This is an optimization exercise on Yosys and OpenROAD, whose aim is small area, a short achievable clock period and few clock cycles per item, not a production implementation.
At most, simulation tests tie the RTL to the original design; equivalence was not proved.
The RTL of run 1 was laid out without a check of its function.

==> flow/design.v (outline; a module is shown in full before it is edited, if it fits) <==
// module particle_update_step_unit: 234 lines
module particle_update_step_unit (
  input  logic               clk,
  input  logic               rst_n,
  input  logic               in_valid,
  output logic               in_stall,
  input  logic signed [31:0] in_pos_x,
  input  logic signed [31:0] in_pos_y,
  input  logic signed [31:0] in_vel_x,
  input  logic signed [31:0] in_vel_y,
  input  logic signed [31:0] in_life_left,
  input  logic signed [31:0] in_gravity_amount,
  input  logic        [15:0] in_gravity_angle,
  input  logic               in_last_of_list,
  output logic               out_valid,
  input  logic               out_stall,
  output logic               out_keep,
  output logic        [12:0] out_slot,
  output logic signed [31:0] out_new_x,
  output logic signed [31:0] out_new_y,
  output logic signed [31:0] out_new_vel_x,
  output logic signed [31:0] out_new_vel_y,
  output logic signed [31:0] out_new_life,
  output logic               out_end_of_list
);
  // ...
==> flow/flow/run.sh <==
#!/bin/bash
# Standard ORFS layout (the standard.sh, unchanged synthesis and steps),
# with repair_timing aiming for setup slack of 11.5 ns at the design's
# period instead of 0, so that the layout's achieved period is pushed down.
set -euo pipefail
bash standard.sh SETUP_SLACK_MARGIN=11.5 finish > make_finish.log 2>&1
==> flow/standard.sh <==
#!/bin/bash
# synth_recipe.tcl (not shown) runs the flow's synth.tcl, then flattens the netlist and writes it again
# the make line also repeats each setting of config.mk as NAME=value (left out here)
make -C /OpenROAD-flow-scripts/flow DESIGN_CONFIG=/design/flow/config.mk WORK_HOME=/design/flow/orfs CLKGATE_MAP_FILE= SYNTH_SCRIPT=/design/flow/synth_recipe.tcl "${@:-finish}"
==> flow/config.mk <==
export PLATFORM = sky130hd
export DESIGN_NAME = particle_update_step_unit
export DESIGN_NICKNAME = particle_update_step_unit
export VERILOG_FILES = /design/flow/design.v
export SDC_FILE = /design/flow/constraint.sdc
export NUM_CORES = 4
export LEC_CHECK = 0
export CAP_MARGIN = 20
export CORE_MARGIN = 2
export CORE_UTILIZATION = 60
export PLACE_DENSITY = 0.72
export SLEW_MARGIN = 20
export SYNTH_MEMORY_MAX_BITS = 16384
==> flow/constraint.sdc <==
create_clock -name core_clock -period 16.0 [get_ports {clk}]
set_input_delay 3.2000 -clock core_clock [delete_from_list [all_inputs] [get_ports {clk}]]
set_output_delay 3.2000 -clock core_clock [all_outputs]
set_load 0.01 [all_outputs]
==> impl_metrics.csv, run 1 <==
group,metric,value,unit
drt,highest_layer,"met4",
setup_path,rrSetupSlack,11540,ps
layout,seq_cells,1110,
sta,clock.fmax,210,MHz
layout,finalInstanceArea,76000,sq um
sta,fin_crit,4770,ps
layout,clock_tree_area_fraction,0.0506,
synthesis,ys.flop_type,"edfxtp_1",
setup_path,cp-endpoint,"life0[29]",
setup_path,crit_fanout,8,
synthesis,ys_seq_area_frac,0.467,
place,dpl_cell_area,72100,sq um
sta,fin_crit_sh,0.298,
clocking,clock_path_buffers,3,
run,maxCapViolations,0,
die,die_w,339,microns
setup_path,crit_required,16470,ps
layout,multi_input_area,32700,sq um
sta,relSlewSlack,0.119,
grt,grt_max_degree,86,
clocking,cts_sinks,1110,
synthesis,async_reset_ff_frac,0,
layout,nClkBuffers,154,
drt,wl_per_cell,27.6,microns
setup_path,rr_worst_depth,10,
synthesis,synthAdderAreaFrac,0.141,
layout,layout_common_cells,"917 x edfxtp_1, 431 x inv_1, 427 x a22o_1, 412 x xnor2_1, 363 x a221oi_1",
drt,drtAntennaViolNets,0,
status,status,"complete, no violations",
layout,layout.nets,6694,
layout,largest_class,"multi-input combinational cells",
synthesis,synth.most_common_cell,"edfxtp_1",
layout,n_all_buffers,563,
clocking,hold_buffers,0,
layout,seqCellArea,31400,sq um
setup_path,crit_path_start_kind,"input port",
drt,wl_met2,91600,microns
place,dp_hpwl,137000,microns
setup_path,max_stage_delay,520,ps
==> module particle_update_step_unit, before the edit <==
module particle_update_step_unit (
  input  logic               clk,
  input  logic               rst_n,
  input  logic               in_valid,
  output logic               in_stall,
  input  logic signed [31:0] in_pos_x,
  input  logic signed [31:0] in_pos_y,
  input  logic signed [31:0] in_vel_x,
  input  logic signed [31:0] in_vel_y,
  input  logic signed [31:0] in_life_left,
  input  logic signed [31:0] in_gravity_amount,
  input  logic        [15:0] in_gravity_angle,
  input  logic               in_last_of_list,
  output logic               out_valid,
  input  logic               out_stall,
  output logic               out_keep,
  output logic        [12:0] out_slot,
  output logic signed [31:0] out_new_x,
  output logic signed [31:0] out_new_y,
  output logic signed [31:0] out_new_vel_x,
  output logic signed [31:0] out_new_vel_y,
  output logic signed [31:0] out_new_life,
  output logic               out_end_of_list
);
  function automatic logic [29:0] booth8_enc(input logic [16:0] m,
                                             input logic        neg);
    logic [19:0] mm;
    logic [2:0]  t;
    logic [23:0] sel;
    logic [5:0]  ng;
    mm = {2'b00, m, 1'b0};
    for (int i = 0; i < 6; i++) begin
      t = mm[3*i +: 3] ^ {3{mm[3*i+3]}};
      sel[4*i]   = !t[2] && (t[1] ^ t[0]);
      sel[4*i+1] = (!t[2] && t[1] && t[0]) || (t[2] && !t[1] && !t[0]);
      sel[4*i+2] = t[2] && (t[1] ^ t[0]);
      sel[4*i+3] = t[2] && t[1] && t[0];
      ng[i] = mm[3*i+3] ^ neg;
    end
    booth8_enc = {ng, sel};
  endfunction
  logic               v0, v1, v2, ov, sv;    
  logic               ld0, ld1, ld2, en_out, adv2;
  assign en_out   = !ov || !out_stall;
  assign adv2     = v2 && !sv;
  assign ld2      = !v2 || !sv;
  assign ld1      = !v1 || ld2;
  assign ld0      = !v0 || ld1;
  assign in_stall = !ld0;
  logic        [7:0]  tab_f, tab_m;
  logic signed [32:0] life_d;
  always_comb begin
    tab_f = in_gravity_angle[13] ? ~in_gravity_angle[12:5] : in_gravity_angle[12:5];
    tab_m[0] = tab_f[1] ^ tab_f[0];
    tab_m[1] = tab_f[2] ^ (&tab_f[1:0]);
    tab_m[2] = tab_f[3] ^ (&tab_f[2:0]);
    tab_m[3] = tab_f[4] ^ (&tab_f[3:0]);
    tab_m[4] = tab_f[5] ^ (&tab_f[4:0]);
    tab_m[5] = tab_f[6] ^ (&tab_f[5:0]);
    tab_m[6] = tab_f[7] ^ (&tab_f[6:0]);
    tab_m[7] = &tab_f[7:0];
    life_d = 33'(in_life_left) - 33'sd65536;
  end
  logic signed [31:0] px0, py0, vx0, vy0, life0, amt0;
  logic        [8:0]  h0;             
  logic        [15:0] l0;             
  logic               keep0, sw0, cneg0, sneg0, last0;
  always_ff @(posedge clk) begin
    if (!rst_n) begin
      v0 <= 1'b0;
    end else if (ld0) begin
      v0 <= in_valid;
    end
  end
  always_ff @(posedge clk) begin
    if (ld0) begin
      px0   <= in_pos_x;
      py0   <= in_pos_y;
      vx0   <= in_vel_x;
      vy0   <= in_vel_y;
      life0 <= (life_d[32] != life_d[31]) ? 32'sh80000000 : life_d[31:0];
      keep0 <= (in_life_left > 32'sd65536);
      amt0  <= in_gravity_amount;
      for (int i = 0; i < 9; i++)  h0[i] <= (tab_m[7:4] == 4'(i));
      for (int i = 0; i < 16; i++) l0[i] <= (tab_m[3:0] == 4'(i));
      sw0   <= in_gravity_angle[13] ^ in_gravity_angle[14];
      cneg0 <= in_gravity_angle[15] ^ in_gravity_angle[14];
      sneg0 <= in_gravity_angle[15];
      last0 <= in_last_of_list;
    end
  end
  logic        [33:0] tab_q;
  logic        [16:0] cmag, smag;
  always_comb begin
    tab_q = pus_pkg::rom_pair_dec(h0, l0);
    smag  = sw0 ? tab_q[16:0]  : tab_q[33:17];
    cmag  = sw0 ? tab_q[33:17] : tab_q[16:0];
  end
  logic signed [31:0] x1, y1, vx1, vy1, life1, amt1;
  logic signed [33:0] amt31;
  logic        [29:0] cbd1, sbd1;    
  logic               keep1, last1;
  always_ff @(posedge clk) begin
    if (!rst_n) begin
      v1 <= 1'b0;
    end else if (ld1) begin
      v1 <= v0;
    end
  end
  always_ff @(posedge clk) begin
    if (ld1) begin
      x1    <= px0 + vx0;
      y1    <= py0 + vy0;
      vx1   <= vx0;
      vy1   <= vy0;
      life1 <= life0;
      keep1 <= keep0;
      amt1  <= amt0;
      amt31 <= 34'(amt0) + (34'(amt0) <<< 1);
      cbd1  <= booth8_enc(cmag, cneg0);
      sbd1  <= booth8_enc(smag, !sneg0);
      last1 <= last0;
    end
  end
  logic        [99:0] cs_x, cs_y;
  logic signed [31:0] x2, y2, life2;
  logic        [16:0] low_x, low_y;
  logic        [33:0] xs2, xc2, ys2, yc2;   
  logic               xci2, yci2;           
  logic               keep2, last2;
  always_comb begin
    cs_x  = pus_pkg::mac_x(amt1, amt31, cbd1, vx1);
    cs_y  = pus_pkg::mac_y(amt1, amt31, sbd1, vy1);
    low_x = {1'b0, cs_x[15:0]} + {1'b0, cs_x[65:50]};
    low_y = {1'b0, cs_y[15:0]} + {1'b0, cs_y[65:50]};
  end
  always_ff @(posedge clk) begin
    if (!rst_n) begin
      v2 <= 1'b0;
    end else if (ld2) begin
      v2 <= v1;
    end
  end
  always_ff @(posedge clk) begin
    if (ld2) begin
      x2    <= x1;
      y2    <= y1;
      life2 <= life1;
      keep2 <= keep1;
      last2 <= last1;
      xs2   <= cs_x[49:16];
      xc2   <= cs_x[99:66];
      xci2  <= low_x[16];
      ys2   <= cs_y[49:16];
      yc2   <= cs_y[99:66];
      yci2  <= low_y[16];
    end
  end
  logic        [12:0] cnt;
  logic signed [33:0] rx, ry;
  logic signed [31:0] sx, sy;
  logic               r_keep, r_last;
  logic        [12:0] r_slot;
  logic signed [31:0] r_x, r_y, r_vx, r_vy, r_life;
  always_comb begin
    rx = xs2 + xc2 + 34'(xci2);
    ry = ys2 + yc2 + 34'(yci2);
    sx = (rx[33:31] == 3'b000 || rx[33:31] == 3'b111) ? rx[31:0]
       : (rx[33] ? 32'sh80000000 : 32'sh7FFFFFFF);
    sy = (ry[33:31] == 3'b000 || ry[33:31] == 3'b111) ? ry[31:0]
       : (ry[33] ? 32'sh80000000 : 32'sh7FFFFFFF);
    r_keep = keep2;
    r_last = last2;
    r_life = life2;
    r_slot = keep2 ? cnt : 13'd0;
    r_x    = keep2 ? x2 : 32'sd0;
    r_y    = keep2 ? y2 : 32'sd0;
    r_vx   = keep2 ? sx : 32'sd0;
    r_vy   = keep2 ? sy : 32'sd0;
  end
  always_ff @(posedge clk) begin
    if (!rst_n) begin
      cnt <= '0;
    end else if (adv2) begin
      if (last2)      cnt <= '0;
      else if (keep2) cnt <= cnt + 13'd1;
    end
  end
  logic               o_keep, o_last;
  logic        [12:0] o_slot;
  logic signed [31:0] o_x, o_y, o_vx, o_vy, o_life;
  logic               k_keep, k_last;
  logic        [12:0] k_slot;
  logic signed [31:0] k_x, k_y, k_vx, k_vy, k_life;
  always_ff @(posedge clk) begin
    if (!rst_n) begin
      ov <= 1'b0;
      sv <= 1'b0;
    end else begin
      if (en_out) begin
        ov <= sv || v2;
        sv <= 1'b0;
      end else if (!sv) begin
        sv <= v2;
      end
    end
  end
  always_ff @(posedge clk) begin
    if (en_out) begin
      if (sv) begin
        o_keep <= k_keep; o_slot <= k_slot; o_x <= k_x; o_y <= k_y;
        o_vx <= k_vx; o_vy <= k_vy; o_life <= k_life; o_last <= k_last;
      end else begin
        o_keep <= r_keep; o_slot <= r_slot; o_x <= r_x; o_y <= r_y;
        o_vx <= r_vx; o_vy <= r_vy; o_life <= r_life; o_last <= r_last;
      end
    end
  end
  always_ff @(posedge clk) begin
    if (!sv) begin
      k_keep <= r_keep; k_slot <= r_slot; k_x <= r_x; k_y <= r_y;
      k_vx <= r_vx; k_vy <= r_vy; k_life <= r_life; k_last <= r_last;
    end
  end
  assign out_valid       = ov;
  assign out_keep        = o_keep;
  assign out_slot        = o_slot;
  assign out_new_x       = o_x;
  assign out_new_y       = o_y;
  assign out_new_vel_x   = o_vx;
  assign out_new_vel_y   = o_vy;
  assign out_new_life    = o_life;
  assign out_end_of_list = o_last;
endmodule
==> run 2, diff against run 1 <==
--- a/flow/design.v
+++ b/flow/design.v
@@ -1117,9 +1117,17 @@
   assign ld2      = !v2 || !sv;
   assign ld1      = !v1 || ld2;
   assign ld0      = !v0 || ld1;
-  assign in_stall = !ld0;
+  logic in_stall_r;
+  assign in_stall = in_stall_r;
+  always_ff @(posedge clk) begin
+    if (!rst_n) begin
+      in_stall_r <= 1'b0;
+    end else begin
+      in_stall_r <= (ld0 ? in_valid : v0) && (ld1 ? v0 : v1) && (ld2 ? v1 : v2)
+                    && (en_out ? 1'b0 : (sv || v2));
+    end
+  end
   logic        [7:0]  tab_f, tab_m;
-  logic signed [32:0] life_d;
   always_comb begin
     tab_f = in_gravity_angle[13] ? ~in_gravity_angle[12:5] : in_gravity_angle[12:5];
     tab_m[0] = tab_f[1] ^ tab_f[0];
@@ -1130,12 +1138,11 @@
     tab_m[5] = tab_f[6] ^ (&tab_f[5:0]);
     tab_m[6] = tab_f[7] ^ (&tab_f[6:0]);
     tab_m[7] = &tab_f[7:0];
-    life_d = 33'(in_life_left) - 33'sd65536;
   end
   logic signed [31:0] px0, py0, vx0, vy0, life0, amt0;
   logic        [8:0]  h0;             
   logic        [15:0] l0;             
-  logic               keep0, sw0, cneg0, sneg0, last0;
+  logic               sw0, cneg0, sneg0, last0;
   always_ff @(posedge clk) begin
     if (!rst_n) begin
       v0 <= 1'b0;
@@ -1149,8 +1156,7 @@
       py0   <= in_pos_y;
       vx0   <= in_vel_x;
       vy0   <= in_vel_y;
-      life0 <= (life_d[32] != life_d[31]) ? 32'sh80000000 : life_d[31:0];
-      keep0 <= (in_life_left > 32'sd65536);
+      life0 <= in_life_left;
       amt0  <= in_gravity_amount;
       for (int i = 0; i < 9; i++)  h0[i] <= (tab_m[7:4] == 4'(i));
       for (int i = 0; i < 16; i++) l0[i] <= (tab_m[3:0] == 4'(i));
@@ -1161,9 +1167,11 @@
     end
   end
   logic        [33:0] tab_q;
+  logic signed [32:0] life_d;
   logic        [16:0] cmag, smag;
   always_comb begin
-    tab_q = pus_pkg::rom_pair_dec(h0, l0);
+    tab_q  = pus_pkg::rom_pair_dec(h0, l0);
+    life_d = 33'(life0) - 33'sd65536;
     smag  = sw0 ? tab_q[16:0]  : tab_q[33:17];
     cmag  = sw0 ? tab_q[33:17] : tab_q[16:0];
   end
@@ -1184,8 +1192,8 @@
       y1    <= py0 + vy0;
       vx1   <= vx0;
       vy1   <= vy0;
-      life1 <= life0;
-      keep1 <= keep0;
+      life1 <= (life_d[32] != life_d[31]) ? 32'sh80000000 : life_d[31:0];
+      keep1 <= (life0 > 32'sd65536);
       amt1  <= amt0;
       amt31 <= 34'(amt0) + (34'(amt0) <<< 1);
       cbd1  <= booth8_enc(cmag, cneg0);
==> flow/flow/run.sh (replaced) <==
#!/bin/bash
# Standard ORFS layout (the standard.sh, unchanged synthesis and steps),
# with repair_timing aiming for setup slack of 11.6 ns at the design's
# period instead of 0, so that the layout's achieved period is pushed down.
set -euo pipefail
bash standard.sh SETUP_SLACK_MARGIN=11.6 finish > make_finish.log 2>&1
==> run 2 against run 1 <==
Global-route usage is 1.3 points lower; hold slack worse by 19 ps; largest cell class unchanged; routed wire length is 3.9% lower; worst setup slack better by 170 ps; flip-flop and latch count stayed put; critical endpoint is now out_new_y[19]; non-clock buffer count is 21 lower; synthesized cell count is 1.7% higher.
==> impl_metrics.csv, run 2 <==
group,metric,value,unit
setup_path,rr_worst_depth,13,
sta,fin_tns_setup,0,ps
clocking,clock_latency,760,ps
setup_path,cp_cell_sequence,"buf_2",
layout,fin_cells,7578,
drt,wl_met2,90300,microns
die,coreArea,112000,sq um
setup_path,crit_path_start_kind,"flip-flop",
synthesis,synthTopCellsByArea,"edfxtp_1 41%, fa_1 9.3%, dfxtp_1 5.7%",
synthesis,synth.most_common_cell,"edfxtp_1",
sta,fin_crit,4600,ps
layout,nFillCells,8374,
synthesis,synth_nets,6617,
drt,drt_iter0_drc,6270,
layout,finalInstanceArea,76200,sq um
setup_path,slowest_stage,"edfxtp_1",
drt,via_count,49900,
sta,finalSetupViolations,0,
drt,wl,199000,microns
clocking,clock_path_buffers,3,
sta,fin_crit_sh,0.287,
layout,layout_common_cells,"916 x edfxtp_1, 435 x inv_1, 427 x a22o_1, 404 x xnor2_1, 361 x a221oi_1",
setup_path,rrSetupSlack,11680,ps
synthesis,ys_seq_area_frac,0.462,
clocking,numCtsBuffers,110,
drt,drtPass1Iterations,8,
setup_path,max_stage_delay,470,ps
layout,multi_input_area,33100,sq um
die,die_w,340,microns
layout,fin_util,0.678,
clocking,hold_buffers,0,
status,status,"complete, no violations",
place,dpl_cell_area,72800,sq um
setup_path,crit_fanout,1,
die,ios,390,
drt,drc_errors,0,
synthesis,async_reset_ff_frac,0,
layout,area_growth,12.2,%
place,dp_cells,7349,
grt,grt_pass1_wl,301000,microns
clocking,h-tree-depth,3,
clocking,cts.reportedPaths.clkPinSlew,60,ps
grt,grt_pass1_vias,48300,
run,maxCapViolations,0,
setup_path,arrival,1400,ps
die,rows,123,
synthesis,ys_seq_elements,1110,
synthesis,synth_edf_count,916,
sta,slew_viol_final,0,
sta,worstMarginPinSlew,1080,ps
sta,rsz0062_at_grt,"true",
synthesis,netlist_area,67900,sq um
setup_path,cp_num_buf_inv,1,
drt,routed_via_density,6.58,
place,pre_cts_ws,10230,ps
place,port-buffer-count,384,
drt,wl_per_cell,26.3,microns
die,chipHeight,340,microns
setup_path,criticalPathCategory,"reg -> out",
grt,grt_usage,0.339,
hold_path,hold_path.class,"reg -> reg",
synthesis,synthTopCellsByCount,"916 x edfxtp_1, 438 x inv_1, 433 x clkbuf_1",
grt,antenna_found_initial,4,
layout,final_common_cell,"edfxtp_1",
die,start_util,0.604,
layout,seqCellArea,31400,sq um
drt,drtAntennaViolNets,0,
setup_path,crit_family,"flip-flops",
drt,highest_layer,"met5",
synthesis,ys.flop_type,"edfxtp_1",
place,gp_congestion,0.980,
clocking,cts_root_buffer,"clkbuf_16",
layout,layout-drive-gt1-share,0.113,
sta,worst_slack,11400,ps
setup_path,crit_required,12800,ps
drt,drt-met1-wl,76300,microns
die,dieArea,116000,sq um
synthesis,synth_top_area_cell,"edfxtp_1",
sta,relSlewSlack,0.278,
grt,grt_remaining_overflow,0,
sta,finClkSkew,109,ps
sta,clock.fmax,218,MHz
layout,layout.nets,6760,
clocking,cts_tree,"built",
clocking,cts_sinks,1110,
sta,hold_viol,0,
drt,wl_met3,20900,microns
synthesis,synth.top_cell.area_share,0.405,
synthesis,syn_inst,5837,
setup_path,end_kind,"output port",
layout,reg_top3,"amt31: 34 flops, xc2: 34 flops, yc2: 34 flops",
synthesis,synth_warnings,1,
hold_path,worstHoldPathCells,0,
setup_path,cp_num_cells,1,
synthesis,syn_avg_cell_area,11.6,sq um
grt,grt_max_degree,96,
place,dp_hpwl,138000,microns
synthesis,synth.distinct_cells,102,
## run 2: path summary, 6_finish.rpt
path / startpoint / end
worst max-delay path: o_y[19] / out_new_y[19]
worst min-delay path: y1[30] / y2[30]
worst max register to register: amt31[10] / xci2
worst min register to register: y1[30] / y2[30]
## run 2: timing repair
action	in CTS	in global routing
cloned	2	2
gates resized for setup	808	27
setup endpoints to repair	318	299
pin swaps	7	4
buffers inserted	7	7
## run 2: final cells by class
type / instances / area share
Clock inverter: 66 / 0.00880
Antenna cell: 1 / 0.0000328
Inverter: 445 / 0.0220
Sequential cell: 1110 / 0.412
Multi-Input combinational cell: 3771 / 0.434
Tap cell: 1500 / 0.0246
Clock buffer: 143 / 0.0399
Timing Repair Buffer: 542 / 0.0583
## run 2: metrics by stage
stage	hold WS (ps)
3_5_place_dp	405
5_1_grt	381
2_1_floorplan	400
6_report	380
3_3_place_gp	401
4_1_cts	382
## run 2: logic make-up (layout without fill, tap and decap cells)
family | after synthesis | after routing | share of synthesized area
multiplexers | 67 | 67 | 0.0110
AO/OA/AOI/OAI | 1637 | 1637 | 0.188
XOR/XNOR | 618 | 618 | 0.0798
buffers and inverters | 960 | 1196 | 0.0540
AND/OR/NAND/NOR | 877 | 881 | 0.0656
flip-flops | 1110 | 1110 | 0.462
adder cells (fa/ha/maj) | 568 | 568 | 0.139
other | 0 | 1 | 0
## run 2: layer usage
metal / vias up / global-route usage
met1: 24400 / 0.446
met4: 4 / 0.166
met2: 2906 / 0.531
li1: 22000 / -
met5: - / 0
met3: 614 / 0.0794
Testbench counts of run 2, summed over its fixed seeds: cycles 24,032, items 24,000.
==> run 3, diff against run 2 <==
--- a/flow/config.mk
+++ b/flow/config.mk
@@ -8,6 +8,7 @@
 export CAP_MARGIN = 20
 export CORE_MARGIN = 2
 export CORE_UTILIZATION = 60
+export GPL_ROUTABILITY_DRIVEN = 0
 export PLACE_DENSITY = 0.72
 export SLEW_MARGIN = 20
 export SYNTH_MEMORY_MAX_BITS = 16384
==> run 3 against run 2 <==
Still clean; global-route usage is 0.82 points lower; non-clock buffer count is 40 higher; area after synthesis did not move; critical path type unchanged; highest routed layer unchanged.
==> impl_metrics.csv, run 3 <==
group,metric,value,unit
status,status,"complete, no violations",
hold_path,hold_path.class,"reg -> reg",
layout,fin_cells,7625,
setup_path,rr_worst_depth,13,
setup_path,cp_cell_sequence,"buf_6",
layout,final_common_cell,"edfxtp_1",
synthesis,ys.flop_type,"edfxtp_1",
clocking,clock_path_buffers,3,
synthesis,synth.distinct_cells,102,
synthesis,ys_seq_area_frac,0.462,
layout,layout-drive-gt1-share,0.122,
sta,hold_viol,0,
synthesis,synth.top_cell.area_share,0.405,
synthesis,netlist_area,67900,sq um
layout,reg_top3,"amt31: 34 flops, xc2: 34 flops, yc2: 34 flops",
setup_path,end_kind,"output port",
synthesis,ys_seq_elements,1110,
setup_path,cp_num_cells,1,
synthesis,syn_avg_cell_area,11.6,sq um
sta,slew_viol_final,0,
clocking,clock_latency,740,ps
layout,finalInstanceArea,77000,sq um
sta,rsz0062_at_grt,"true",
die,coreArea,112000,sq um
setup_path,timing.rr.end,"yci2",
clocking,cts_tree,"built",
drt,routed_via_density,6.62,
grt,grt_pass1_vias,48600,
sta,fin_tns_setup,0,ps
synthesis,syn_inst,5837,
setup_path,cp_num_buf_inv,1,
grt,grt_pass1_wl,295000,microns
clocking,numCtsBuffers,113,
drt,drtAntennaViolNets,0,
drt,wl_per_cell,25.7,microns
setup_path,rr_startpoint,"sbd1[11]",
place,pre_cts_ws,10260,ps
setup_path,max_stage_delay,460,ps
synthesis,synth_nets,6617,
setup_path,crit_path_start_kind,"flip-flop",
die,dieArea,116000,sq um
drt,drc_errors,0,
sta,fin_crit_sh,0.285,
layout,nFillCells,8227,
clocking,hold_buffers,0,
setup_path,arrival,1350,ps
grt,grt_usage,0.331,
clocking,cts_sinks,1110,
place,dpl_cell_area,72800,sq um
synthesis,synth.most_common_cell,"edfxtp_1",
die,die_w,340,microns
layout,layout.nets,6803,
synthesis,synthTopCellsByArea,"edfxtp_1 41%, fa_1 9.3%, dfxtp_1 5.7%",
sta,worst_slack,11450,ps
setup_path,slowest_stage,"edfxtp_1",
layout,area_growth,13.4,%
synthesis,synth_edf_count,916,
sta,worstMarginPinSlew,1200,ps
layout,layout_common_cells,"916 x edfxtp_1, 435 x inv_1, 427 x a22o_1, 403 x xnor2_1, 355 x a221oi_1",
place,port-buffer-count,384,
place,dp_hpwl,131000,microns
clocking,cts.reportedPaths.clkPinSlew,60,ps
synthesis,synth_top_area_cell,"edfxtp_1",
sta,finalSetupViolations,0,
drt,drt_iter0_drc,7456,
clocking,h-tree-depth,3,
setup_path,crit_family,"flip-flops",
synthesis,synthTopCellsByCount,"916 x edfxtp_1, 438 x inv_1, 433 x clkbuf_1",
sta,clock.fmax,220,MHz
die,ios,390,
setup_path,criticalPathCategory,"reg -> out",
setup_path,cp-endpoint,"out_new_y[19]",
die,chipHeight,340,microns
die,start_util,0.604,
synthesis,synth_warnings,1,
drt,drtPass1Iterations,17,
setup_path,rrSetupSlack,11690,ps
grt,grt_remaining_overflow,0,
clocking,cts_root_buffer,"clkbuf_16",
sta,fin_crit,4550,ps
grt,antenna_found_initial,3,
drt,via_count,50500,
die,rows,123,
setup_path,crit_fanout,1,
sta,finClkSkew,94.8,ps
setup_path,crit_required,12800,ps
setup_path,critPathLaunch,"o_y[19]",
drt,wl,196000,microns
run,maxCapViolations,0,
place,dp_cells,7341,
synthesis,async_reset_ff_frac,0,
sta,relSlewSlack,0.200,
grt,grt_max_degree,177,
run 3: cell counts after synthesis:
Identical to the previous run, type by type.
run 3: cell families (layout without fill, tap and decap cells):
| kind of cell | Yosys count | in the layout | share of synthesized area |
|---|---|---|---|
| AO/OA/AOI/OAI | 1637 | 1637 | 0.188 |
| XOR/XNOR | 618 | 618 | 0.0798 |
| adder cells (fa/ha/maj) | 568 | 568 | 0.139 |
| buffers and inverters | 960 | 1241 | 0.0540 |
| flip-flops | 1110 | 1110 | 0.462 |
| multiplexers | 67 | 67 | 0.0110 |
| other | 0 | 3 | 0 |
| AND/OR/NAND/NOR | 877 | 881 | 0.0656 |
run 3: repair_timing:
| action | 4_1_cts | 5_1_grt |
|---|---|---|
| endpoints found under the setup margin | 270 | 268 |
| cloned | 3 | 8 |
| setup buffers | 28 | 28 |
| gates resized for setup | 793 | 64 |
| pin swaps | 4 | 9 |
run 3: cell type report:
cell class,count,area (sq um),share of cell area
tap,1500,1880,0.0244
antenna,3,7.51,0.0000975
inverter,445,1680,0.0218
multi-input combinational,3771,33200,0.431
timing repair buffer,582,4930,0.0641
sequential,1110,31400,0.408
clock buffer,142,3010,0.0390
clock inverter,72,945,0.0123
run 3: how the worst min path moves through the flow:
stage / startpoint / to / slack, ps / cells after the start
CTS: x1[3] / x2[3] / 390 / 0
floorplan: keep1 / keep2 / 400 / 0
finish: x1[29] / x2[29] / 400 / 0
global route: x1[27] / x2[27] / 400 / 0
detailed placement: life1[0] / life2[0] / 400 / 0
global placement: y1[23] / y2[23] / 400 / 0
run 3: per-layer routing:
metal	vias up	track usage	routed length [microns]
li1	22100	-	-
met1	24200	0.430	72800
met2	3272	0.506	86800
met3	896	0.0928	23200
met4	4	0.174	13200
met5	-	0	68
run 3: metrics by stage:
step | util | hold WS [ps]
floorplan | - | 400
global placement | 0.648 | 400
detailed placement | 0.648 | 405
CTS | 0.679 | 390
global route | 0.685 | 401
finish | 0.685 | 400
==> run 4, diff against run 3 <==
--- a/flow/config.mk
+++ b/flow/config.mk
@@ -7,8 +7,7 @@
 export LEC_CHECK = 0
 export CAP_MARGIN = 20
 export CORE_MARGIN = 2
-export CORE_UTILIZATION = 60
-export GPL_ROUTABILITY_DRIVEN = 0
-export PLACE_DENSITY = 0.72
+export CORE_UTILIZATION = 70
+export PLACE_DENSITY = 0.8
 export SLEW_MARGIN = 20
 export SYNTH_MEMORY_MAX_BITS = 16384
==> run 4 against run 3 <==
Count of clock-buffer cells in the layout down 16; first-iteration DRC count grew 6.9%; area after synthesis did not move; global-route usage is 9.0 points higher; sequential share of layout area grew 0.39 points; die area fell by 14%; largest cell class unchanged; still clean on timing, DRC and antenna; worst setup slack worse by 74 ps; clock skew decreased by 23 ps.
==> impl_metrics.csv, run 4 <==
group,metric,value,unit
clocking,cts.reportedPaths.clkPinSlew,80,ps
setup_path,rr_worst_depth,11,
sta,slew_viol_final,0,
setup_path,slowest_stage,"edfxtp_1",
setup_path,arrival,1430,ps
die,coreArea,96400,sq um
setup_path,crit_required,12800,ps
sta,clock.fmax,216,MHz
drt,wl_per_cell,29.3,microns
sta,worstMarginPinSlew,1300,ps
sta,hold_viol,0,
place,gp_congestion,0.995,
clocking,cts_tree,"built",
hold_path,hold_start,"y1[31]",
setup_path,rr_startpoint,"amt31[8]",
layout,reg_top3,"amt31: 34 flops, xc2: 34 flops, yc2: 34 flops",
clocking,clock_latency,740,ps
drt,drtAntennaViolNets,0,
synthesis,syn_inst,5837,
drt,drt_iter0_drc,7974,
grt,grt_max_degree,99,
synthesis,synthTopCellsByArea,"edfxtp_1 41%, fa_1 9.3%, dfxtp_1 5.7%",
run,maxCapViolations,0,
synthesis,synth.distinct_cells,102,
status,status,"complete, no violations",
die,start_util,0.704,
drt,drtPass1Iterations,12,
layout,layout-drive-gt1-share,0.115,
place,pre_cts_ws,10180,ps
sta,fin_crit,4630,ps
drt,via_count,52800,
synthesis,synthTopCellsByCount,"916 x edfxtp_1, 438 x inv_1, 433 x clkbuf_1",
die,dieArea,99500,sq um
die,ios,390,
setup_path,cp_num_buf_inv,1,
setup_path,crit_family,"flip-flops",
layout,area_growth,12.4,%
setup_path,end_kind,"output port",
sta,finClkSkew,71.5,ps
drt,drc_errors,0,
layout,layout.nets,6761,
grt,grt_usage,0.421,
clocking,numCtsBuffers,106,
clocking,h-tree-depth,3,
layout,finalInstanceArea,76300,sq um
synthesis,synth_top_area_cell,"edfxtp_1",
clocking,cts_root_buffer,"clkbuf_16",
setup_path,criticalPathCategory,"reg -> out",
synthesis,ys_seq_area_frac,0.462,
clocking,clock_path_buffers,3,
synthesis,netlist_area,67900,sq um
hold_path,worstHoldPathCells,0,
synthesis,async_reset_ff_frac,0,
hold_path,holdPathEnd,"y2[31]",
synthesis,synth.most_common_cell,"edfxtp_1",
setup_path,crit_path_start_kind,"flip-flop",
layout,final_common_cell,"edfxtp_1",
setup_path,timing.rr.end,"yci2",
drt,wl,216000,microns
grt,grt_pass1_wl,316000,microns
sta,worst_slack,11370,ps
synthesis,synth_edf_count,916,
synthesis,ys_seq_elements,1110,
grt,grt_remaining_overflow,0,
synthesis,synth_warnings,1,
place,dpl_cell_area,72500,sq um
setup_path,max_stage_delay,500,ps
layout,layout_common_cells,"916 x edfxtp_1, 435 x inv_1, 427 x a22o_1, 403 x xnor2_1, 357 x a221oi_1",
place,dp_hpwl,140000,microns
sta,rsz0062_at_grt,"true",
sta,finalSetupViolations,0,
setup_path,crit_fanout,1,
clocking,cts_sinks,1110,
die,rows,114,
sta,relSlewSlack,0.129,
synthesis,ys.flop_type,"edfxtp_1",
grt,antenna_found_initial,17,
setup_path,rrSetupSlack,11680,ps
die,chipHeight,315,microns
place,port-buffer-count,384,
sta,fin_tns_setup,0,ps
sta,fin_crit_sh,0.289,
layout,fin_util,0.791,
hold_path,hold_path.class,"reg -> reg",
grt,grt_pass1_vias,50900,
die,die_w,315,microns
synthesis,syn_avg_cell_area,11.6,sq um
setup_path,cp_cell_sequence,"buf_2",
synthesis,synth.top_cell.area_share,0.405,
drt,routed_via_density,7.17,
synthesis,synth_nets,6617,
run 4: cell counts after synthesis:
Identical to the previous run, type by type.
run 4: logic make-up (layout without fill, tap and decap cells):
kind of cell             Yosys count  after routing  share of synthesized area
other                              0             15                          0
AND/OR/NAND/NOR                  877            881                     0.0656
XOR/XNOR                         618            618                     0.0798
multiplexers                      67             67                     0.0110
adder cells (fa/ha/maj)          568            568                      0.139
AO/OA/AOI/OAI                   1637           1637                      0.188
flip-flops                      1110           1110                      0.462
buffers and inverters            960           1190                     0.0540
run 4: final cells by class:
cell class                 instances  area [sq um]
tap                             1276          1600
fill                            5606         20100
timing repair buffer             546          4650
antenna                           15          37.5
clock inverter                    72           893
inverter                         445          1680
clock buffer                     126          2880
timing repair inverter             1          5.00
sequential                      1110         31400
multi-input combinational       3771         33100
run 4: how the worst max path moves through the flow:
stage,start,endpoint,slack (ps),cells past startpoint
6_report,o_y[3],out_new_y[3],11370,1
5_1_grt,o_y[3],out_new_y[3],11350,1
4_1_cts,o_vx[2],out_new_vel_x[2],11390,1
3_5_place_dp,in_gravity_angle[13],h0[8],10180,10
3_3_place_gp,in_gravity_angle[13],h0[8],10320,10
2_1_floorplan,sv,amt1[10],10680,3
run 4: per-layer routing:
layer | wire, microns | track usage | part of all wire
met1 | 72900 | 0.528 | 0.34
met2 | 97200 | 0.648 | 0.45
met3 | 28200 | 0.119 | 0.13
met4 | 17300 | 0.265 | 0.080
met5 | 79 | 0 | 0.00037
run 4: what timing repair did:
| action | CTS | global route |
|---|---|---|
| hold buffers | 0 | 0 |
| resized for setup | 813 | 55 |
| endpoints found under the hold margin | 0 | 0 |
| buffers inserted | 18 | 4 |
| setup endpoints to repair | 405 | 306 |
| cloned | 2 | 3 |
| pin swaps | 5 | 3 |
run 4: through the flow:
stage,std cells,hold slack [ps]
finish,7362,390
global route,7355,415
CTS,7337,397
detailed placement,7119,405
global placement,7117,400
floorplan,5837,400
==> run 5, diff against run 4 <==
==> flow/flow/run.sh (replaced) <==
#!/bin/bash
# Standard ORFS layout (the standard.sh, unchanged synthesis and steps),
# with repair_timing aiming for setup slack of 11.45 ns at the design's
# period instead of 0, so that the layout's achieved period is pushed down.
set -euo pipefail
bash standard.sh SETUP_SLACK_MARGIN=11.45 finish > make_finish.log 2>&1
--- a/flow/config.mk
+++ b/flow/config.mk
@@ -7,7 +7,7 @@
 export LEC_CHECK = 0
 export CAP_MARGIN = 20
 export CORE_MARGIN = 2
-export CORE_UTILIZATION = 70
-export PLACE_DENSITY = 0.8
+export CORE_UTILIZATION = 60
+export PLACE_DENSITY = 0.72
 export SLEW_MARGIN = 20
 export SYNTH_MEMORY_MAX_BITS = 16384
==> run 5 against run 4 <==
Non-clock buffer count is 7 lower; via count shrank 6.2%; largest cell class unchanged; critical path depth did not move; cell count increased by 3.0%; first-iteration DRC count shrank 25%; hold slack better by 4.0 ps; maximum frequency increased by 2.0%; register-to-register slack lost 100 ps; area after synthesis did not move; worst setup slack better by 89 ps; still clean on timing, DRC and antenna; highest routed layer unchanged; routed wire length shrank 8.6%; synthesized cell count unchanged.
==> impl_metrics.csv, run 5 <==
group,metric,value,unit
clocking,cts_root_buffer,"clkbuf_16",
clocking,cts.reportedPaths.clkPinSlew,70,ps
drt,wl_per_cell,26.0,microns
synthesis,async_reset_ff_frac,0,
drt,drtAntennaViolNets,0,
synthesis,syn_inst,5837,
drt,drtPass1Iterations,8,
synthesis,synth_compound_area_frac,0.188,
layout,nFillCells,8313,
layout,layout.nets,6757,
grt,grt_usage,0.336,
synthesis,netlist_area,67900,sq um
die,dieArea,116000,sq um
drt,wl,197000,microns
status,status,"complete, no violations",
grt,grt_max_degree,97,
drt,routed_via_density,6.53,
layout,fin_cells,7580,
synthesis,ys.flop_type,"edfxtp_1",
synthesis,synthAdderAreaFrac,0.139,
grt,grt_pass1_vias,48100,
place,dp_hpwl,138000,microns
sta,rsz0062_at_grt,"true",
run,maxCapViolations,0,
setup_path,end_kind,"output port",
sta,worstMarginPinSlew,1100,ps
sta,finClkSkew,51.4,ps
clocking,cts_sinks,1110,
place,port-buffer-count,384,
clocking,numCtsBuffers,112,
setup_path,crit_fanout,1,
setup_path,max_stage_delay,440,ps
synthesis,synth_mux_area_frac,0.0110,
synthesis,synth_warnings,1,
setup_path,crit_family,"flip-flops",
synthesis,synth_edf_count,916,
synthesis,synth_nets,6617,
layout,reg_top3,"amt31: 34 flops, xc2: 34 flops, yc2: 34 flops",
die,rows,123,
place,gp_congestion,0.958,
grt,antenna_found_initial,5,
sta,clock.fmax,220,MHz
die,start_util,0.604,
place,dpl_cell_area,72800,sq um
die,die_w,340,microns
hold_path,hold_path.class,"reg -> reg",
layout,area_growth,12.4,%
clocking,cts_tree,"built",
layout,fin_util,0.679,
sta,fin_tns_setup,0,ps
layout,layout-drive-gt1-share,0.106,
synthesis,syn_avg_cell_area,11.6,sq um
sta,relSlewSlack,0.266,
clocking,hold_buffers,0,
synthesis,ys_seq_elements,1110,
place,dp_cells,7347,
die,coreArea,112000,sq um
sta,hold_viol,0,
layout,seqCellArea,31400,sq um
setup_path,cp_num_buf_inv,1,
synthesis,ys_seq_area_frac,0.462,
synthesis,synthSimpleGateAreaFrac,0.0656,
die,chipHeight,340,microns
setup_path,slowest_stage,"edfxtp_1",
drt,drc_errors,0,
synthesis,yosys.area_share.xor_xnor,0.0798,
setup_path,crit_required,12800,ps
drt,wl_met2,89100,microns
synthesis,synthTopCellsByCount,"916 x edfxtp_1, 438 x inv_1, 433 x clkbuf_1",
drt,wl_met3,20300,microns
drt,drt-met1-wl,76400,microns
layout,multi_input_area,33000,sq um
die,ios,390,
synthesis,synthTopCellsByArea,"edfxtp_1 41%, fa_1 9.3%, dfxtp_1 5.7%",
sta,fin_crit_sh,0.284,
sta,fin_crit,4540,ps
clocking,clock_path_buffers,3,
drt,drt_iter0_drc,5969,
synthesis,synth.most_common_cell,"edfxtp_1",
sta,slew_viol_final,0,
synthesis,synth.top_cell.area_share,0.405,
drt,highest_layer,"met5",
drt,via_count,49500,
synthesis,synth.distinct_cells,102,
setup_path,crit_path_start_kind,"flip-flop",
clocking,h-tree-depth,3,
layout,final_common_cell,"edfxtp_1",
layout,finalInstanceArea,76300,sq um
sta,hold_ws,394,ps
clocking,clock_latency,720,ps
grt,grt_remaining_overflow,0,
setup_path,cp_cell_sequence,"buf_6",
synthesis,synth_top_family_by_area,"compound AO/OA/AOI/OAI gates",
setup_path,arrival,1340,ps
layout,layout_common_cells,"916 x edfxtp_1, 435 x inv_1, 427 x a22o_1, 404 x xnor2_1, 363 x a221oi_1",
synthesis,synth_top_area_cell,"edfxtp_1",
setup_path,criticalPathCategory,"reg -> out",
grt,grt_pass1_wl,299000,microns
sta,finalSetupViolations,0,
-- run 5: cell counts after synthesis --
No cell type changed its count.
-- run 5: repair_timing --
action                                 in CTS  in global routing
gates resized for setup                   607                 34
endpoints found under the hold margin       0                  0
gates cloned                                1                  1
buffers inserted                            3                 11
setup endpoints to repair                 270                143
pin swaps                                   2                  4
-- run 5: metrics by stage --
| step | setup slack [ps] |
|---|---|
| 4_1_cts | 11270 |
| 6_report | 11460 |
| 2_1_floorplan | 10660 |
| 5_1_grt | 11440 |
| 3_3_place_gp | 10300 |
| 3_5_place_dp | 10230 |
-- run 5: path summary, 6_finish.rpt --
kind,startpoint,endpoint,slack (ps),cells past startpoint
worst min-delay path,x1[5],x2[5],390,0
worst max-delay path,o_y[19],out_new_y[19],11460,1
worst min register to register,x1[5],x2[5],390,0
worst max register to register,cbd1[0],xci2,11580,12
-- run 5: kinds of logic after synthesis --
| logic type | Yosys count |
|---|---|
| AOI/OAI and AO/OA | 1637 |
| xor gates and xnor gates | 618 |
| adders and majority gates | 568 |
| buffers and inverters | 960 |
| DFF | 1110 |
| muxes | 67 |
| and+or+nand+nor | 877 |
-- run 5: area by class of cell --
class                           count  share of cell area
Clock inverter                     64              0.0110
Antenna cell                        5            0.000164
Clock buffer                      148              0.0403
Sequential cell                  1110               0.411
Timing Repair Buffer              539              0.0575
Tap cell                         1500              0.0246
Inverter                          445              0.0220
Multi-Input combinational cell   3769               0.433
-- run 5: per-layer routing --
metal | GRT usage | vias up
met5 | 0 | -
met4 | 0.168 | 4
li1 | - | 22000
met1 | 0.450 | 24100
met2 | 0.520 | 2859
met3 | 0.0728 | 548
==> run 6, diff against run 5 <==
--- a/flow/config.mk
+++ b/flow/config.mk
@@ -5,9 +5,9 @@
 export SDC_FILE = /design/flow/constraint.sdc
 export NUM_CORES = 4
 export LEC_CHECK = 0
-export CAP_MARGIN = 20
+export CAP_MARGIN = 5
 export CORE_MARGIN = 2
 export CORE_UTILIZATION = 60
 export PLACE_DENSITY = 0.72
-export SLEW_MARGIN = 20
+export SLEW_MARGIN = 5
 export SYNTH_MEMORY_MAX_BITS = 16384
==> run 6 against run 5 <==
Non-clock buffer count stayed put; worst setup slack stayed put; register-to-register slack hardly changed; critical path depth stayed put; first-iteration DRC count stayed put; hold slack stayed put.
==> impl_metrics.csv, run 6 <==
group,metric,value,unit
synthesis,ys_seq_elements,1110,
layout,fin_util,0.679,
setup_path,rrSetupSlack,11580,ps
synthesis,synth_top_area_cell,"edfxtp_1",
sta,rsz0062_at_grt,"true",
drt,drc_errors,0,
die,chipHeight,340,microns
setup_path,rr_startpoint,"cbd1[0]",
sta,hold_viol,0,
setup_path,cp_cell_sequence,"buf_6",
die,coreArea,112000,sq um
sta,finalSetupViolations,0,
drt,drtAntennaViolNets,0,
place,gp_congestion,0.958,
setup_path,crit_family,"flip-flops",
setup_path,max_stage_delay,440,ps
grt,antenna_found_initial,5,
sta,slew_viol_final,0,
synthesis,synthTopCellsByArea,"edfxtp_1 41%, fa_1 9.3%, dfxtp_1 5.7%",
sta,clock.fmax,220,MHz
drt,drt_iter0_drc,5969,
layout,reg_top3,"amt31: 34 flops, xc2: 34 flops, yc2: 34 flops",
die,ios,390,
drt,wl_per_cell,26.0,microns
setup_path,rr_worst_depth,12,
grt,grt_pass1_wl,299000,microns
synthesis,syn_inst,5837,
clocking,clock_latency,720,ps
die,rows,123,
synthesis,synthTopCellsByCount,"916 x edfxtp_1, 438 x inv_1, 433 x clkbuf_1",
clocking,numCtsBuffers,112,
grt,grt_max_degree,97,
run,maxCapViolations,0,
hold_path,hold_path.class,"reg -> reg",
setup_path,critPathLaunch,"o_y[19]",
layout,layout_common_cells,"916 x edfxtp_1, 435 x inv_1, 427 x a22o_1, 404 x xnor2_1, 363 x a221oi_1",
clocking,cts_root_buffer,"clkbuf_16",
sta,relSlewSlack,0.266,
synthesis,ys_seq_area_frac,0.462,
setup_path,cp_num_cells,1,
sta,worstMarginPinSlew,1100,ps
synthesis,synth_nets,6617,
synthesis,synth.distinct_cells,102,
grt,grt_remaining_overflow,0,
status,status,"complete, no violations",
synthesis,async_reset_ff_frac,0,
layout,nFillCells,8313,
layout,layout.nets,6757,
sta,fin_crit,4540,ps
place,dp_hpwl,138000,microns
clocking,hold_buffers,0,
sta,fin_crit_sh,0.284,
clocking,cts_sinks,1110,
clocking,cts.reportedPaths.clkPinSlew,70,ps
drt,via_count,49500,
setup_path,timing.rr.end,"xci2",
synthesis,synth.most_common_cell,"edfxtp_1",
synthesis,synth_edf_count,916,
sta,fin_tns_setup,0,ps
setup_path,crit_required,12800,ps
die,start_util,0.604,
grt,grt_pass1_vias,48100,
die,dieArea,116000,sq um
setup_path,end_kind,"output port",
synthesis,synth.top_cell.area_share,0.405,
drt,wl,197000,microns
die,die_w,340,microns
layout,final_common_cell,"edfxtp_1",
grt,grt_usage,0.336,
layout,area_growth,12.4,%
drt,routed_via_density,6.53,
setup_path,crit_path_start_kind,"flip-flop",
setup_path,slowest_stage,"edfxtp_1",
synthesis,syn_avg_cell_area,11.6,sq um
synthesis,synth_warnings,1,
clocking,clock_path_buffers,3,
place,port-buffer-count,384,
clocking,cts_tree,"built",
sta,finClkSkew,51.4,ps
setup_path,crit_fanout,1,
synthesis,netlist_area,67900,sq um
setup_path,cp_num_buf_inv,1,
setup_path,criticalPathCategory,"reg -> out",
clocking,h-tree-depth,3,
drt,drtPass1Iterations,8,
synthesis,ys.flop_type,"edfxtp_1",
layout,layout-drive-gt1-share,0.106,
setup_path,cp-endpoint,"out_new_y[19]",
setup_path,arrival,1340,ps
run 6: routing by layer:
layer	wire (microns)	vias up	global-route usage
met5	28	-	0
met4	11300	4	0.168
met3	20300	548	0.0728
met2	89100	2859	0.520
met1	76400	24100	0.450
li1	-	22000	-
run 6: layout make-up:
| type | count | area (sq um) | share of cell area |
|---|---|---|---|
| Antenna cell | 5 | 12.5 | 0.000164 |
| Sequential cell | 1110 | 31400 | 0.411 |
| Inverter | 445 | 1680 | 0.0220 |
| Multi-Input combinational cell | 3769 | 33000 | 0.433 |
| Tap cell | 1500 | 1880 | 0.0246 |
| Clock inverter | 64 | 843 | 0.0110 |
| Timing Repair Buffer | 539 | 4390 | 0.0575 |
| Clock buffer | 148 | 3080 | 0.0403 |
run 6: what timing repair did:
item | in CTS | in global routing
setup buffers | 3 | 11
setup endpoints to repair | 270 | 143
cloned | 1 | 1
endpoints found under the hold margin | 0 | 0
gates resized for setup | 607 | 34
pin swaps | 2 | 4
run 6: cell families (layout without fill, tap and decap cells):
group / after synthesis / count (layout) / share of synthesized area
compound gates: 1637 / 1637 / 0.188
flops: 1110 / 1110 / 0.462
buf+inv: 960 / 1196 / 0.0540
simple gates: 877 / 879 / 0.0656
xor+xnor: 618 / 618 / 0.0798
fa+ha+maj: 568 / 568 / 0.139
mux: 67 / 67 / 0.0110
other cells: 0 / 5 / 0
run 6: metrics by stage:
step	hold slack, ps	setup slack (ps)	cells	area (sq um)
after floorplan	400	10660	5837	68100
after global placement	401	10300	7347	72800
after detailed placement	405	10230	7347	72800
after CTS	402	11270	7563	76300
after global routing	412	11440	7578	76300
final	394	11460	7580	76300
run 6: worst min path at each step:
stage               startpoint         to  slack, ps  cells past startpoint
global route            y1[15]     y2[15]        410                      0
finish                   x1[5]      x2[5]        390                      0
detailed placement   life1[16]  life2[16]        400                      0
global placement      life1[0]   life2[0]        400                      0
floorplan                keep1      keep2        400                      0
CTS                      x1[5]      x2[5]        400                      0

[separate check: timing with driven ports]
Ports are ideal in the flow. The routed layouts listed here were re-timed in OpenROAD.
Step 1, drivers: a clkbuf_16 drives clk and a buf_2 each remaining input, both assumed.
Step 2 also shifts input and output timing later by t, the mid clock arrival at the registers, as if the neighbouring blocks saw the same clock.
Three values: ideal ports, drivers, drivers and shift; two values: the first two.
run | shift t [ns] | setup slack, ns | hold slack, ns | slew at the worst register clock pin (ns) | pins driven straight from the clock port
run 1 | 0.768 | 11.233 / 11.198 / 10.503 | 0.399 / 0.399 / 0.399 | 0.07 / 0.07 | 1
run 2 | 0.781 | 11.403 / 11.326 / 10.964 | 0.380 / 0.380 / 0.380 | 0.07 / 0.07 | 1
run 3 | 0.769 | 11.446 / 11.369 / 11.001 | 0.400 / 0.400 / 0.400 | 0.07 / 0.07 | 1
run 4 | 0.786 | 11.372 / 11.293 / 10.893 | 0.390 / 0.390 / 0.390 | 0.08 / 0.08 | 1
run 5 | 0.781 | 11.461 / 11.386 / 10.826 | 0.394 / 0.394 / 0.394 | 0.07 / 0.07 | 1
run 6 | 0.781 | 11.461 / 11.386 / 10.826 | 0.394 / 0.394 / 0.394 | 0.07 / 0.07 | 1
After both steps setup and hold are still met in every run listed. For run 1, which loses most, drivers alone change the setup slack by -0.035 ns; drivers and shift together by -0.730 ns.
